Background: an optimization exercise with open tools, aiming at a short achievable clock period and few clock cycles per item. Do not read the settings as production practice.
Function was checked by simulation only, so behaviour that the tests miss may differ from the original.
The clock port is modelled as an ideal driver, which makes a skipped or thinned clock tree look cheaper than it is; a real chip needs a root buffer or a tree.
Power and IR drop assume default switching activity.

==> run a: inputs <==
## pipe3_fwd_core
module pipe3_fwd_core #(
    parameter int DW   = 32,
    parameter int NREG = 32
) (
    input  logic          clk,
    input  logic          rst,
    input  logic [31:0]   InstrIn,
    input  logic          in_valid,
    input  logic          stall,
    output logic          in_ready,
    output logic [DW-1:0] Out,
    output logic          out_valid,
    output logic [15:0]   retire_cnt
);
Settings: LEC_CHECK=0, CAP_MARGIN=20, CORE_MARGIN=2, CORE_UTILIZATION=55, SETUP_SLACK_MARGIN=3.2, SLEW_MARGIN=20, SYNTH_HIERARCHICAL=1, SYNTH_MINIMUM_KEEP_SIZE=0; clock period 5.0 ns.
standard.sh (not shown) runs the stock make flow with config.mk's settings and CLKGATE_MAP_FILE= SYNTH_SCRIPT=/design/flow/synth_recipe.tcl, a recipe that flattens the netlist after the stock synthesis.
==> flow/flow/run.sh <==
#!/bin/bash
# Standard ORFS layout with these changes:
#  - synthesis maps no half/full-adder cells (ADDER_MAP_FILE empty), and slow
#    stacked/compound cells are on the don't-use list (flow/slow_cells.txt),
#    so ABC and the resizer build the logic from faster gates; registers map
#    exactly as in the standard flow;
#  - the resizer may swap a cell for any of the same function
#    (MATCH_CELL_FOOTPRINT=0);
#  - CTS is ORFS's own cts.tcl with clock_tree_synthesis replaced by a
#    two-level tree built by flow/mytree.tcl (4 root buffers on the clock
#    port, each driving balanced leaf buffers of at most 24 clock pins),
#    which has a lower insertion delay than the three-level H-tree;
#  - the timing repair after CTS and after global routing runs three times
#    (one pass leaves easy fixes undone).
# Each step's full output goes to a log file of its own in this folder.
set -euo pipefail
WORK=$PWD
PLAT_DU=$(awk '/export DONT_USE_CELLS \+= /{f=1} f{print} f && !/\\$/{exit}' \
    "$FLOW_HOME/platforms/sky130hd/config.mk" | grep -o 'sky130_fd_sc_hd__[a-z0-9_]*' | tr '\n' ' ')
SLOW=$(grep -o 'sky130_fd_sc_hd__[a-z0-9_*]*' flow/slow_cells.txt | tr '\n' ' ')
VARS=(ADDER_MAP_FILE= "DONT_USE_CELLS=$PLAT_DU $SLOW" MATCH_CELL_FOOTPRINT=0)

bash standard.sh "${VARS[@]}" place > "$WORK/log_1_place.log" 2>&1

grep -q '^log_cmd clock_tree_synthesis {\*}\$cts_args$' "$FLOW_HOME/scripts/cts.tcl"
grep -q '^  repair_timing_helper$' "$FLOW_HOME/scripts/cts.tcl"
sed -e "s#^log_cmd clock_tree_synthesis {\*}\$cts_args\$#source $WORK/flow/mytree.tcl\nmytree_build clk 4 24 sky130_fd_sc_hd__clkbuf_16#" \
    -e "s#^  repair_timing_helper\$#  repair_timing_helper\n  repair_timing_helper\n  repair_timing_helper#" \
    "$FLOW_HOME/scripts/cts.tcl" > "$WORK/my_cts.tcl"
bash standard.sh "${VARS[@]}" run RUN_SCRIPT="$WORK/my_cts.tcl" RUN_LOG_NAME_STEM=4_1_cts \
    > "$WORK/log_2_cts.log" 2>&1
bash standard.sh "${VARS[@]}" cts > "$WORK/log_3_cts_copy.log" 2>&1

grep -q '^    repair_timing_helper$' "$FLOW_HOME/scripts/global_route.tcl"
sed -e "s#^    repair_timing_helper\$#    repair_timing_helper\n    repair_timing_helper\n    repair_timing_helper#" \
    "$FLOW_HOME/scripts/global_route.tcl" > "$WORK/my_grt.tcl"
bash standard.sh "${VARS[@]}" run RUN_SCRIPT="$WORK/my_grt.tcl" RUN_LOG_NAME_STEM=5_1_grt \
    > "$WORK/log_4_grt.log" 2>&1

bash standard.sh "${VARS[@]}" finish > "$WORK/log_5_finish.log" 2>&1
Other scripts of this flow, unchanged in this note and not shown: flow/flow/mytree.tcl, flow/flow/slow_cells.txt
==> run b: changes against run a <==
--- a/flow/design.v
+++ b/flow/design.v
@@ -23,57 +23,40 @@
         for (int i = 0; i < DW; i++)
             for (int k = 0; k < 4; k++)
                 if (i - k >= 0) t1[i] = t1[i] | (sa[k] & x[i - k]);
         for (int i = 0; i < DW; i++)
             for (int k = 0; k < 4; k++)
                 if (i - 4 * k >= 0) t2[i] = t2[i] | (sb[k] & t1[i - 4 * k]);
         f_shl = s4 ? (t2 << 16) : t2;
     endfunction
-    function automatic logic [DW-1:0] f_shr(input logic [DW-1:0] x, input logic [3:0] sa,
-                                            input logic [3:0] sb, input logic s4);
-        logic [DW-1:0] t1, t2;
-        t1 = '0;
-        t2 = '0;
-        for (int i = 0; i < DW; i++)
-            for (int k = 0; k < 4; k++)
-                if (i + k < DW) t1[i] = t1[i] | (sa[k] & x[i + k]);
-        for (int i = 0; i < DW; i++)
-            for (int k = 0; k < 4; k++)
-                if (i + 4 * k < DW) t2[i] = t2[i] | (sb[k] & t1[i + 4 * k]);
-        f_shr = s4 ? (t2 >> 16) : t2;
-    endfunction
     logic            r_kValid;
     logic [31:0]     r_kIns;
     logic            r_iValid;
     logic [31:0]     r_iIns;
     logic [NREG-1:0] r_iRs1Oh;
     logic [NREG-1:0] r_iRs2Oh;
     logic            r_dValid;
     logic [31:0]     r_dIns;
     logic [DW-1:0]   r_dRfA;            
     logic [DW-1:0]   r_dRfB;            
     logic            r_dIsShr;
     logic            r_dM1A, r_dM2A, r_dM3A, r_dM1B, r_dM2B, r_dM3B;
     logic            r_1Valid;
-    logic            r_1Late;           
     logic            r_1We;
     logic [4:0]      r_1Wd;
     logic            r_1Sub;
     logic [3:0]      r_1Lut;            
     logic            r_1Arith;          
     logic            r_1FA1, r_1FB1;    
     logic [HW-1:0]   r_1Alo, r_1Ahi;
     logic [HW-1:0]   r_1Blo, r_1Bhi;    
     logic [3:0]      r_1SlA, r_1SlB, r_1SrA, r_1SrB, r_1SrhA, r_1SrhB, r_1PA, r_1PB;
     logic            r_1Sh4;
     logic            r_2Valid;
-    logic            r_2Late;
-    logic [3:0]      r_2LSrA, r_2LSrB;  
-    logic            r_2LSh4;
     logic            r_2We;
     logic [4:0]      r_2Wd;
     logic [3:0]      r_2Lut;
     logic            r_2Arith;
     logic [HW-1:0]   r_2Alo, r_2Ahi, r_2Bhi;
     logic [3:0]      r_2SlA, r_2SlB, r_2SrA, r_2SrB;
     logic [HW-1:0]   r_2ShlP;           
     logic [HW-1:0]   r_xLo;             
@@ -142,24 +125,22 @@
     assign w_imm = DW'($signed(r_dIns[15:0]));
     assign w_sub = (w_op == 3'd1);
     assign w_m1A = r_dM1A;
     assign w_m2A = r_dM2A;
     assign w_m3A = r_dM3A;
     assign w_m1B = r_dM1B;
     assign w_m2B = r_dM2B;
     assign w_m3B = r_dM3B;
-    assign w_dAlo = w_m2A ? w_xLo : (w_m3A ? r_res[HW-1:0] : r_dRfA[HW-1:0]);
+    assign w_dAlo = w_m2A ? r_xLo : (w_m3A ? r_res[HW-1:0] : r_dRfA[HW-1:0]);
     assign w_dAhi = w_m3A ? r_res[DW-1:HW] : r_dRfA[DW-1:HW];
-    assign w_dBlo = w_m2B ? w_xLo : (w_m3B ? r_res[HW-1:0] : r_dRfB[HW-1:0]);
+    assign w_dBlo = w_m2B ? r_xLo : (w_m3B ? r_res[HW-1:0] : r_dRfB[HW-1:0]);
     assign w_dBhi = w_m3B ? r_res[DW-1:HW] : r_dRfB[DW-1:HW];
-    logic            w_late;
-    assign w_hold   = r_dValid && r_1Late && (w_m1A || w_m1B);
+    assign w_hold   = r_dValid && r_dIsShr && w_m1A;
     assign w_dIssue = r_dValid && !w_hold;
-    assign w_late   = r_dIsShr && w_m1A;
     logic [HW-1:0]   w_lo;
     logic            w_cy1;
     logic [DW-1:0]   w_shlP;
     logic [4:0]      w_sNext;
     logic [3:0]      w_sDecA, w_sDecB, w_loDecA, w_loDecB;
     logic [3:0]      w_sDecA16, w_sDecB16, w_loDecA16, w_loDecB16;    
     pipe3_fwd_core_alu #(.HW(HW), .HI(0)) u_alu1 (
         .a(r_1Alo), .b(r_1Blo), .ahi(r_1Ahi), .cin(r_1Sub), .arith(r_1Arith), .lut(r_1Lut),
@@ -173,20 +154,16 @@
     assign w_sDecA16 = w_m1B ? w_loDecA16 : ((4'(1) << w_dBlo[1:0]) & {4{!w_dBlo[4]}});
     assign w_sDecB16 = w_m1B ? w_loDecB16 : ((4'(1) << w_dBlo[3:2]) & {4{!w_dBlo[4]}});
     logic [HW-1:0]   w_hi;
     logic            w_cy2;
     pipe3_fwd_core_alu #(.HW(HW), .HI(1)) u_alu2 (
         .a(r_2Ahi), .b(r_2Bhi), .ahi(HW'(0)), .cin(r_xCy), .arith(r_2Arith), .lut(r_2Lut),
         .sla(r_2SlA), .slb(r_2SlB), .sra(r_2SrA), .srb(r_2SrB), .sr4(1'b0), .por(r_2ShlP),
         .res(w_hi), .cout(w_cy2), .dec_a(), .dec_b(), .dec_a16(), .dec_b16());
-    logic [HW-1:0]   w_xLo;
-    logic [DW-1:0]   w_lateShr;
-    assign w_lateShr = f_shr({r_2Ahi, r_2Alo}, r_2LSrA, r_2LSrB, r_2LSh4);
-    assign w_xLo     = r_2Late ? w_lateShr[HW-1:0] : r_xLo;
     logic            w_deliver;
     logic [c_QD-1:0] w_rd1Oh;
     logic [DW-1:0]   w_head0, w_head1, w_mem0, w_mem1;
     logic            w_we0, w_we1, w_memWe0, w_memWe1, w_eq0, w_eq1;
     logic [3:0]      w_cnt0;
     assign w_deliver = r_oValid && !stall;
     assign w_rd1Oh   = {r_fRdOh[c_QD-2:0], r_fRdOh[c_QD-1]};
     assign w_eq0     = |(r_fWrOh & r_fRdOh);
@@ -209,18 +186,16 @@
     assign w_we1     = (r_3Valid && w_eq1) ? r_3We : w_memWe1;
     assign w_cnt0    = r_fCnt + 4'(r_3Valid);
     always_ff @(posedge clk or negedge rst) begin
         if (!rst) begin
             r_kValid    <= 1'b0;
             r_iValid    <= 1'b0;
             r_dValid    <= 1'b0;
             r_1Valid    <= 1'b0;
-            r_1Late     <= 1'b0;
-            r_2Late     <= 1'b0;
             r_2Valid    <= 1'b0;
             r_3Valid    <= 1'b0;
             r_3WeOh     <= '0;
             r_fRdOh     <= c_QD'(1);
             r_fWrOh     <= c_QD'(1);
             r_fCnt      <= '0;
             r_oValid    <= 1'b0;
             r_retireCnt <= '0;
@@ -230,19 +205,17 @@
             if (w_hold) begin
                 r_kValid <= r_kValid || w_accept;
             end else begin
                 r_kValid <= 1'b0;
                 r_iValid <= w_nValid;
                 r_dValid <= r_iValid;
             end
             r_1Valid <= w_dIssue;
-            r_1Late  <= w_dIssue && w_late;
             r_2Valid <= r_1Valid;
-            r_2Late  <= r_1Late;
             r_3Valid <= r_2Valid;
             for (int i = 0; i < NREG; i++)
                 r_3WeOh[i] <= r_2Valid && r_2We && (r_2Wd == 5'(i)) && (i != 0);
             if (r_3Valid)
                 r_fWrOh <= {r_fWrOh[c_QD-2:0], r_fWrOh[c_QD-1]};
             if (w_deliver)
                 r_fRdOh <= w_rd1Oh;
             r_fCnt   <= w_deliver ? w_cnt0 - 4'd1 : w_cnt0;
@@ -318,20 +291,17 @@
         r_2SlB   <= r_1SlB;
         r_2SrA   <= r_1SrhA;
         r_2SrB   <= r_1SrhB;
         r_2ShlP  <= w_shlP[DW-1:HW];
         r_xLo    <= w_lo;
         r_xCy    <= w_cy1;
         r_3We    <= r_2We;
         r_3Wd    <= r_2Wd;
-        r_res    <= {w_hi, w_xLo};
-        r_2LSrA  <= r_1SrA & {4{r_1Late}};
-        r_2LSrB  <= r_1SrB & {4{r_1Late}};
-        r_2LSh4  <= r_1Sh4 && r_1Late;
+        r_res    <= {w_hi, r_xLo};
         for (int k = 0; k < c_QD; k++) begin
             if (r_3Valid && r_fWrOh[k]) begin
                 r_fVal[k] <= r_res;
                 r_fWe[k]  <= r_3We;
             end
         end
         r_out <= w_deliver ? w_head1 : w_head0;
     end
==> flow/config.mk (replaced) <==
export PLATFORM = sky130hd
export DESIGN_NAME = pipe3_fwd_core
export DESIGN_NICKNAME = pipe3_fwd_core
export VERILOG_FILES = /design/flow/design.v
export SDC_FILE = /design/flow/constraint.sdc
export NUM_CORES = 4
export LEC_CHECK = 0
export CAP_MARGIN = 20
export CORE_MARGIN = 2
export CORE_UTILIZATION = 60
export SETUP_SLACK_MARGIN = 3.6
export SLEW_MARGIN = 20
export SYNTH_HIERARCHICAL = 1
export SYNTH_MINIMUM_KEEP_SIZE = 0
==> run c: changes against run a <==
--- a/flow/design.v
+++ b/flow/design.v
@@ -23,57 +23,40 @@
         for (int i = 0; i < DW; i++)
             for (int k = 0; k < 4; k++)
                 if (i - k >= 0) t1[i] = t1[i] | (sa[k] & x[i - k]);
         for (int i = 0; i < DW; i++)
             for (int k = 0; k < 4; k++)
                 if (i - 4 * k >= 0) t2[i] = t2[i] | (sb[k] & t1[i - 4 * k]);
         f_shl = s4 ? (t2 << 16) : t2;
     endfunction
-    function automatic logic [DW-1:0] f_shr(input logic [DW-1:0] x, input logic [3:0] sa,
-                                            input logic [3:0] sb, input logic s4);
-        logic [DW-1:0] t1, t2;
-        t1 = '0;
-        t2 = '0;
-        for (int i = 0; i < DW; i++)
-            for (int k = 0; k < 4; k++)
-                if (i + k < DW) t1[i] = t1[i] | (sa[k] & x[i + k]);
-        for (int i = 0; i < DW; i++)
-            for (int k = 0; k < 4; k++)
-                if (i + 4 * k < DW) t2[i] = t2[i] | (sb[k] & t1[i + 4 * k]);
-        f_shr = s4 ? (t2 >> 16) : t2;
-    endfunction
     logic            r_kValid;
     logic [31:0]     r_kIns;
     logic            r_iValid;
     logic [31:0]     r_iIns;
     logic [NREG-1:0] r_iRs1Oh;
     logic [NREG-1:0] r_iRs2Oh;
     logic            r_dValid;
     logic [31:0]     r_dIns;
     logic [DW-1:0]   r_dRfA;            
     logic [DW-1:0]   r_dRfB;            
     logic            r_dIsShr;
     logic            r_dM1A, r_dM2A, r_dM3A, r_dM1B, r_dM2B, r_dM3B;
     logic            r_1Valid;
-    logic            r_1Late;           
     logic            r_1We;
     logic [4:0]      r_1Wd;
     logic            r_1Sub;
     logic [3:0]      r_1Lut;            
     logic            r_1Arith;          
     logic            r_1FA1, r_1FB1;    
     logic [HW-1:0]   r_1Alo, r_1Ahi;
     logic [HW-1:0]   r_1Blo, r_1Bhi;    
     logic [3:0]      r_1SlA, r_1SlB, r_1SrA, r_1SrB, r_1SrhA, r_1SrhB, r_1PA, r_1PB;
     logic            r_1Sh4;
     logic            r_2Valid;
-    logic            r_2Late;
-    logic [3:0]      r_2LSrA, r_2LSrB;  
-    logic            r_2LSh4;
     logic            r_2We;
     logic [4:0]      r_2Wd;
     logic [3:0]      r_2Lut;
     logic            r_2Arith;
     logic [HW-1:0]   r_2Alo, r_2Ahi, r_2Bhi;
     logic [3:0]      r_2SlA, r_2SlB, r_2SrA, r_2SrB;
     logic [HW-1:0]   r_2ShlP;           
     logic [HW-1:0]   r_xLo;             
@@ -142,24 +125,22 @@
     assign w_imm = DW'($signed(r_dIns[15:0]));
     assign w_sub = (w_op == 3'd1);
     assign w_m1A = r_dM1A;
     assign w_m2A = r_dM2A;
     assign w_m3A = r_dM3A;
     assign w_m1B = r_dM1B;
     assign w_m2B = r_dM2B;
     assign w_m3B = r_dM3B;
-    assign w_dAlo = w_m2A ? w_xLo : (w_m3A ? r_res[HW-1:0] : r_dRfA[HW-1:0]);
+    assign w_dAlo = w_m2A ? r_xLo : (w_m3A ? r_res[HW-1:0] : r_dRfA[HW-1:0]);
     assign w_dAhi = w_m3A ? r_res[DW-1:HW] : r_dRfA[DW-1:HW];
-    assign w_dBlo = w_m2B ? w_xLo : (w_m3B ? r_res[HW-1:0] : r_dRfB[HW-1:0]);
+    assign w_dBlo = w_m2B ? r_xLo : (w_m3B ? r_res[HW-1:0] : r_dRfB[HW-1:0]);
     assign w_dBhi = w_m3B ? r_res[DW-1:HW] : r_dRfB[DW-1:HW];
-    logic            w_late;
-    assign w_hold   = r_dValid && r_1Late && (w_m1A || w_m1B);
+    assign w_hold   = r_dValid && r_dIsShr && w_m1A;
     assign w_dIssue = r_dValid && !w_hold;
-    assign w_late   = r_dIsShr && w_m1A;
     logic [HW-1:0]   w_lo;
     logic            w_cy1;
     logic [DW-1:0]   w_shlP;
     logic [4:0]      w_sNext;
     logic [3:0]      w_sDecA, w_sDecB, w_loDecA, w_loDecB;
     logic [3:0]      w_sDecA16, w_sDecB16, w_loDecA16, w_loDecB16;    
     pipe3_fwd_core_alu #(.HW(HW), .HI(0)) u_alu1 (
         .a(r_1Alo), .b(r_1Blo), .ahi(r_1Ahi), .cin(r_1Sub), .arith(r_1Arith), .lut(r_1Lut),
@@ -173,20 +154,16 @@
     assign w_sDecA16 = w_m1B ? w_loDecA16 : ((4'(1) << w_dBlo[1:0]) & {4{!w_dBlo[4]}});
     assign w_sDecB16 = w_m1B ? w_loDecB16 : ((4'(1) << w_dBlo[3:2]) & {4{!w_dBlo[4]}});
     logic [HW-1:0]   w_hi;
     logic            w_cy2;
     pipe3_fwd_core_alu #(.HW(HW), .HI(1)) u_alu2 (
         .a(r_2Ahi), .b(r_2Bhi), .ahi(HW'(0)), .cin(r_xCy), .arith(r_2Arith), .lut(r_2Lut),
         .sla(r_2SlA), .slb(r_2SlB), .sra(r_2SrA), .srb(r_2SrB), .sr4(1'b0), .por(r_2ShlP),
         .res(w_hi), .cout(w_cy2), .dec_a(), .dec_b(), .dec_a16(), .dec_b16());
-    logic [HW-1:0]   w_xLo;
-    logic [DW-1:0]   w_lateShr;
-    assign w_lateShr = f_shr({r_2Ahi, r_2Alo}, r_2LSrA, r_2LSrB, r_2LSh4);
-    assign w_xLo     = r_2Late ? w_lateShr[HW-1:0] : r_xLo;
     logic            w_deliver;
     logic [c_QD-1:0] w_rd1Oh;
     logic [DW-1:0]   w_head0, w_head1, w_mem0, w_mem1;
     logic            w_we0, w_we1, w_memWe0, w_memWe1, w_eq0, w_eq1;
     logic [3:0]      w_cnt0;
     assign w_deliver = r_oValid && !stall;
     assign w_rd1Oh   = {r_fRdOh[c_QD-2:0], r_fRdOh[c_QD-1]};
     assign w_eq0     = |(r_fWrOh & r_fRdOh);
@@ -209,18 +186,16 @@
     assign w_we1     = (r_3Valid && w_eq1) ? r_3We : w_memWe1;
     assign w_cnt0    = r_fCnt + 4'(r_3Valid);
     always_ff @(posedge clk or negedge rst) begin
         if (!rst) begin
             r_kValid    <= 1'b0;
             r_iValid    <= 1'b0;
             r_dValid    <= 1'b0;
             r_1Valid    <= 1'b0;
-            r_1Late     <= 1'b0;
-            r_2Late     <= 1'b0;
             r_2Valid    <= 1'b0;
             r_3Valid    <= 1'b0;
             r_3WeOh     <= '0;
             r_fRdOh     <= c_QD'(1);
             r_fWrOh     <= c_QD'(1);
             r_fCnt      <= '0;
             r_oValid    <= 1'b0;
             r_retireCnt <= '0;
@@ -230,19 +205,17 @@
             if (w_hold) begin
                 r_kValid <= r_kValid || w_accept;
             end else begin
                 r_kValid <= 1'b0;
                 r_iValid <= w_nValid;
                 r_dValid <= r_iValid;
             end
             r_1Valid <= w_dIssue;
-            r_1Late  <= w_dIssue && w_late;
             r_2Valid <= r_1Valid;
-            r_2Late  <= r_1Late;
             r_3Valid <= r_2Valid;
             for (int i = 0; i < NREG; i++)
                 r_3WeOh[i] <= r_2Valid && r_2We && (r_2Wd == 5'(i)) && (i != 0);
             if (r_3Valid)
                 r_fWrOh <= {r_fWrOh[c_QD-2:0], r_fWrOh[c_QD-1]};
             if (w_deliver)
                 r_fRdOh <= w_rd1Oh;
             r_fCnt   <= w_deliver ? w_cnt0 - 4'd1 : w_cnt0;
@@ -318,20 +291,17 @@
         r_2SlB   <= r_1SlB;
         r_2SrA   <= r_1SrhA;
         r_2SrB   <= r_1SrhB;
         r_2ShlP  <= w_shlP[DW-1:HW];
         r_xLo    <= w_lo;
         r_xCy    <= w_cy1;
         r_3We    <= r_2We;
         r_3Wd    <= r_2Wd;
-        r_res    <= {w_hi, w_xLo};
-        r_2LSrA  <= r_1SrA & {4{r_1Late}};
-        r_2LSrB  <= r_1SrB & {4{r_1Late}};
-        r_2LSh4  <= r_1Sh4 && r_1Late;
+        r_res    <= {w_hi, r_xLo};
         for (int k = 0; k < c_QD; k++) begin
             if (r_3Valid && r_fWrOh[k]) begin
                 r_fVal[k] <= r_res;
                 r_fWe[k]  <= r_3We;
             end
         end
         r_out <= w_deliver ? w_head1 : w_head0;
     end
@@ -422,19 +392,19 @@
     logic [HW-1:0]   w_p, w_other, w_r0, w_r1;
     logic [DW-1:0]   w_shl, w_shr;
     assign w_c   = f_carry(a, b, cin);
     assign w_p   = a ^ b;
     assign w_shl = f_shl({HW'(0), a}, sla, slb, 1'b0);
     assign w_shr = HI ? f_shr({HW'(0), a}, sra, srb, 1'b0) : f_shr({ahi, a}, sra, srb, sr4);
     assign w_other = (a & b & {HW{lut[3]}}) | (a & ~b & {HW{lut[2]}}) |
                      (~a & b & {HW{lut[1]}}) | (~a & ~b & {HW{lut[0]}}) |
-                     w_shl[HW-1:0] | w_shr[HW-1:0] | (HI ? por : HW'(0));
+                     w_shl[HW-1:0] | (HI ? por : HW'(0));
     assign w_r0 = arith ? w_p : w_other;
     assign w_r1 = arith ? ~w_p : w_other;
-    assign res  = (w_c[HW-1:0] & w_r1) | (~w_c[HW-1:0] & w_r0);
+    assign res  = (w_c[HW-1:0] & w_r1) | (~w_c[HW-1:0] & w_r0) | w_shr[HW-1:0];
     assign cout = w_c[HW];
     assign dec_a = HI ? 4'b0 : (4'(1) << res[1:0]);
     assign dec_b = HI ? 4'b0 : (4'(1) << res[3:2]);
     assign dec_a16 = HI ? 4'b0 : ((4'(1) << res[1:0]) & {4{!res[4]}});
     assign dec_b16 = HI ? 4'b0 : ((4'(1) << res[3:2]) & {4{!res[4]}});
 endmodule
 `default_nettype wire
==> flow/config.mk (replaced) <==
export PLATFORM = sky130hd
export DESIGN_NAME = pipe3_fwd_core
export DESIGN_NICKNAME = pipe3_fwd_core
export VERILOG_FILES = /design/flow/design.v
export SDC_FILE = /design/flow/constraint.sdc
export NUM_CORES = 4
export LEC_CHECK = 0
export CAP_MARGIN = 20
export CORE_MARGIN = 2
export CORE_UTILIZATION = 55
export SETUP_SLACK_MARGIN = 3.0
export SLEW_MARGIN = 20
export SYNTH_HIERARCHICAL = 1
export SYNTH_MINIMUM_KEEP_SIZE = 0
==> comparison table <==
Min-delay src: run c r_1SrhB[0]; run a r_1SrhB[3]; run b r_xLo[11]
Peak fanout along the critical path: run c 8; run a 8; run b 7
Horizontal die dimension: run c 404 um; run a 408 um; run b 387 um
Final Routed Wirelength: run c 383 mm; run a 433 mm; run b 406 mm
Post-layout worst setup margin: run c 2640 ps; run a 2490 ps; run b 2440 ps
LEAKAGE: run c 43.3 nW; run a 46.3 nW; run b 45.9 nW
Outcome: run c timing/DRC/antenna clean; run a timing/DRC/antenna clean; run b timing/DRC/antenna clean
Pin count of the biggest net entering global routing: run c 107; run a 173; run b 89
Initial core utilization: run c 0.555; run a 0.552; run b 0.604
Routed length per placed instance: run c 36.7 um; run a 39.1 um; run b 38.6 um
Worst vdd ir: run c 0.404 mV; run a 0.388 mV; run b 0.343 mV
Global-route wire length before repair: run c 529 mm; run a 588 mm; run b 547 mm
Count of mapped cells out of synthesis: run c 8,244; run a 8,552; run b 8,237
Number of nets in the layout: run c 8,397; run a 8,899; run b 8,625
Fraction of the core area covered by cells at the end of the flow: run c 0.638; run a 0.668; run b 0.733
Endpoint with the worst hold slack: run c r_2SrB[0]; run a r_2SrB[3]; run b r_res[11]
Final Instance Count excl. Fillers: run c 10,436; run a 11,060; run b 10,524
Area of placed instances: run c 90,500 um^2; run a 92,800 um^2; run b 90,500 um^2
Testbench counts of run a, summed over its fixed seeds: cycles 32,377, instrs 32,000.
Testbench counts of run b, summed over its fixed seeds: cycles 33,011, instrs 32,000.
Testbench counts of run c, summed over its fixed seeds: cycles 33,011, instrs 32,000.
In every run of this note, the design's own scripts or RTL, not TritonCTS, make the clock network.

-- static timing again, ports no longer ideal --
The results above use ideal ports. As a check the final layouts listed here were re-extracted and re-timed, cells and wires unchanged. Step 1, drivers: a clkbuf_16 drives clk and a buf_2 each remaining input, both assumed. Step 2 moves the port delays by t, midway between the first and last clock arrival at a register: inputs arrive t later, outputs are due t later. That takes back most of the time a late clock gives input paths. Slacks: ideal ports / drivers / drivers and shift; pairs: ideal ports / drivers.
run | t (ns) | slack for setup (ns) | worst hold slack (ns) | worst setup path at the end | slew at the worst register clock pin (ns)
run a | 0.818 | 2.489 / 2.489 / 2.441 | 0.339 / 0.277 / 0.339 | input to register | 0.11 / 0.11
run b | 0.800 | 2.439 / 2.439 / 2.439 | 0.355 / 0.279 / 0.355 | register to register | 0.11 / 0.11
run c | 0.773 | 2.636 / 2.552 / 2.488 | 0.334 / 0.334 / 0.334 | input to register | 0.11 / 0.11
After both steps setup and hold are still met in every run listed. The setup slack of run c, which loses most, moves by -0.084 ns with the drivers and by -0.148 ns with both steps.
